Source: an optimization exercise on an open RTL-to-GDS flow (aim: small area, a short achievable clock period and few clock cycles per item). Production flows keep margins and buffers that such runs may drop. In this exercise RTL edits were held to simulation tests only and were not proved equivalent to the original. No activity file was given, so power comes from the tool's default toggle rates.

v7:
==> flow/design.v (excerpt) <==
module marching_squares_cell_classifier_unit (
  input  logic                clk,
  input  logic                rst_n,
  input  logic                cfg_we,
  input  logic [1:0]          cfg_index,
  input  logic [THR_W-1:0]    cfg_data,
  input  logic                in_valid,
  output logic                in_ready,
  input  logic [7:0]          in_red,
  input  logic [7:0]          in_green,
  input  logic [7:0]          in_blue,
  input  logic                in_frame_start,
  output logic                out_valid,
  input  logic                out_ready,
  output logic [9:0]          out_cell_x,
  output logic [9:0]          out_cell_y,
  output logic [2:0]          out_level,
  output logic [3:0]          out_case_code,
  output logic                out_last
);
Size: ~2,300 flip-flops, ~130 I/O pins.
==> flow/config.mk <==
export PLATFORM = sky130hd
export DESIGN_NAME = marching_squares_cell_classifier_unit
export DESIGN_NICKNAME = marching_squares_cell_classifier_unit
export VERILOG_FILES = /design/flow/design.v
export SDC_FILE = /design/flow/constraint.sdc
export NUM_CORES = 4
export LEC_CHECK = 0
export ABC_AREA = 1
export ABC_CLOCK_PERIOD_IN_PS = 2500
export CAP_MARGIN = 20
export CORE_MARGIN = 2
export CORE_UTILIZATION = 66
export CTS_BUF_LIST = sky130_fd_sc_hd__clkbuf_16
export CTS_CLUSTER_DIAMETER = 75
export CTS_CLUSTER_SIZE = 30
export SETUP_SLACK_MARGIN = 5
export SLEW_MARGIN = 20
export SYNTH_MEMORY_MAX_BITS = 16384
==> flow/constraint.sdc <==
create_clock -name core_clock -period 8.0 [get_ports {clk}]
set_input_delay 1.6000 -clock core_clock [delete_from_list [all_inputs] [get_ports {clk}]]
set_output_delay 1.6000 -clock core_clock [all_outputs]
set_load 0.01 [all_outputs]
run.sh (not shown) runs the stock make flow with config.mk's settings and CLKGATE_MAP_FILE= SYNTH_SCRIPT=/design/flow/synth_recipe.tcl, a recipe that flattens the netlist after the stock synthesis.
Testbench counts of v7, summed over its fixed seeds: cycles 89,986, results 87,749.
Modified inputs, v48 compared to v7
Settings: changing CORE_UTILIZATION from 66 to 58.
### Flow results
First-pass GRT wire length down 5.2% in v48 wrt v7. Post-layout worst setup margin for v48 is lower than for v7. The routed wire length of v48 falls short of that of v7 by 5.4%. v48 reports its launching element of the worst setup path as out_code_r[2]$_DFFE_PP_ while v7 reports out_code_r[1]$_DFFE_PP_.
## Diff of input files: v46 against v48
Settings: an added PLACE_DENSITY of 0.7; a change of CORE_UTILIZATION from 58 to 62.
### Flow results
From v48 to v46 the numbers moved as follows: flip-flop and latch count now sits at about the same level; leakage power of the design now sits lower.
Higher filler cell count in the final layout goes to v48 over v46.
v46 vs v48, fraction of final layout cells with drive strength greater than 1 went down by 1.3 points.
The clock buffer count in the final layout in v46 sits about 14% below the value recorded for v48.
Input-level comparison between v52 and v46:
Settings: a deleted ABC_AREA that had been 1; a deleted PLACE_DENSITY that had been 0.7.
==> notes.md <==
Min register share of total power across v46 and v52: v46
Going from v46 to v52, the clock network power share was found to have gone down by 2.0 points.
Cmp v46 and v52 / power / higher: v52
Of the two values seen for top routing layer in use, met4 was produced by v52 and met5 by v46.
v52 against v46: synthesized area per cell +2.4 um^2; sequential portion of the cell area now smaller.

========
marching_squares_cell_classifier_unit again, from the RTL that the note above started with.
clock: 8.0 ns
lec_check: 0
abc_area: 1
abc_clock_period_in_ps: 2500
cap_margin: 20
core_margin: 2
core_utilization: 62
cts_buf_list: sky130_fd_sc_hd__clkbuf_16
cts_cluster_diameter: 75
cts_cluster_size: 30
setup_slack_margin: 5
slew_margin: 20
synth_memory_max_bits: 16384
standard.sh (not shown) runs the stock make flow with config.mk's settings and CLKGATE_MAP_FILE= SYNTH_SCRIPT=/design/flow/synth_recipe.tcl, a recipe that flattens the netlist after the stock synthesis.
==> flow/flow/run.sh <==
#!/bin/bash
set -o pipefail
export BUFFER_PORTS_ARGS="-buffer_cell sky130_fd_sc_hd__buf_2"
cp standard.sh standard.sh.log
bash standard.sh > standard_run.log 2>&1
The baseline finished clean.
Testbench counts at the start, summed over its fixed seeds: cycles 89,986, results 87,749.
Next try:
==> flow/run.sh (new file) <==
#!/bin/bash
# synth_recipe.tcl (not shown) runs the flow's synth.tcl, then flattens the netlist and writes it again
# the make line also repeats each setting of config.mk as NAME=value (left out here)
make -C /OpenROAD-flow-scripts/flow DESIGN_CONFIG=/design/flow/config.mk WORK_HOME=/design/flow/orfs CLKGATE_MAP_FILE= SYNTH_SCRIPT=/design/flow/synth_recipe.tcl finish
removed: flow/flow/run.sh
removed: flow/standard.sh
After rerunning: Non-clock buffer count rises by 8; final cell count is about the same; cell area rises by about 0.7%; count of clock-buffer cells in the layout is unchanged; worst setup slack degrades by 0.11 ns; global-route usage rises by 0.26 points; combinational power rises by about 3.7%; total power is about the same; first-iteration DRC count is about the same.

-- re-timing with driven ports --
No port has a modelled driver above. Below, the same layouts with a new extraction and two added sets of constraints. Step 1, drivers: a clkbuf_16 drives clk and a buf_2 each remaining input, both assumed. Step 2, shift: input delay + t, output delay - t, t = (earliest + latest rising clock arrival at the registers) / 2. This alone moves slack from input paths to output paths. Three values: no drivers, after step 1, after step 2; two values: the first two.
run | t, ns | slack for setup (ns) | slew at the worst register clock pin (ns)
v7 | 0.778 | 4.967 / 4.891 / 4.302 | 0.11 / 0.11
v48 | 0.794 | 4.916 / 4.842 / 4.282 | 0.11 / 0.11
v46 | 0.766 | 4.943 / 4.870 / 4.393 | 0.11 / 0.11
v52 | 0.774 | 4.905 / 4.836 / 4.291 | 0.11 / 0.11
the first run of note 2 | 0.779 | 5.062 / 4.986 / 4.427 | 0.11 / 0.11
the second run of note 2 | 0.778 | 4.957 / 4.888 / 4.313 | 0.11 / 0.11
After both steps setup and hold are still met in every run listed. For v7, which loses most, drivers alone change the setup slack by -0.076 ns; drivers and shift together by -0.665 ns.
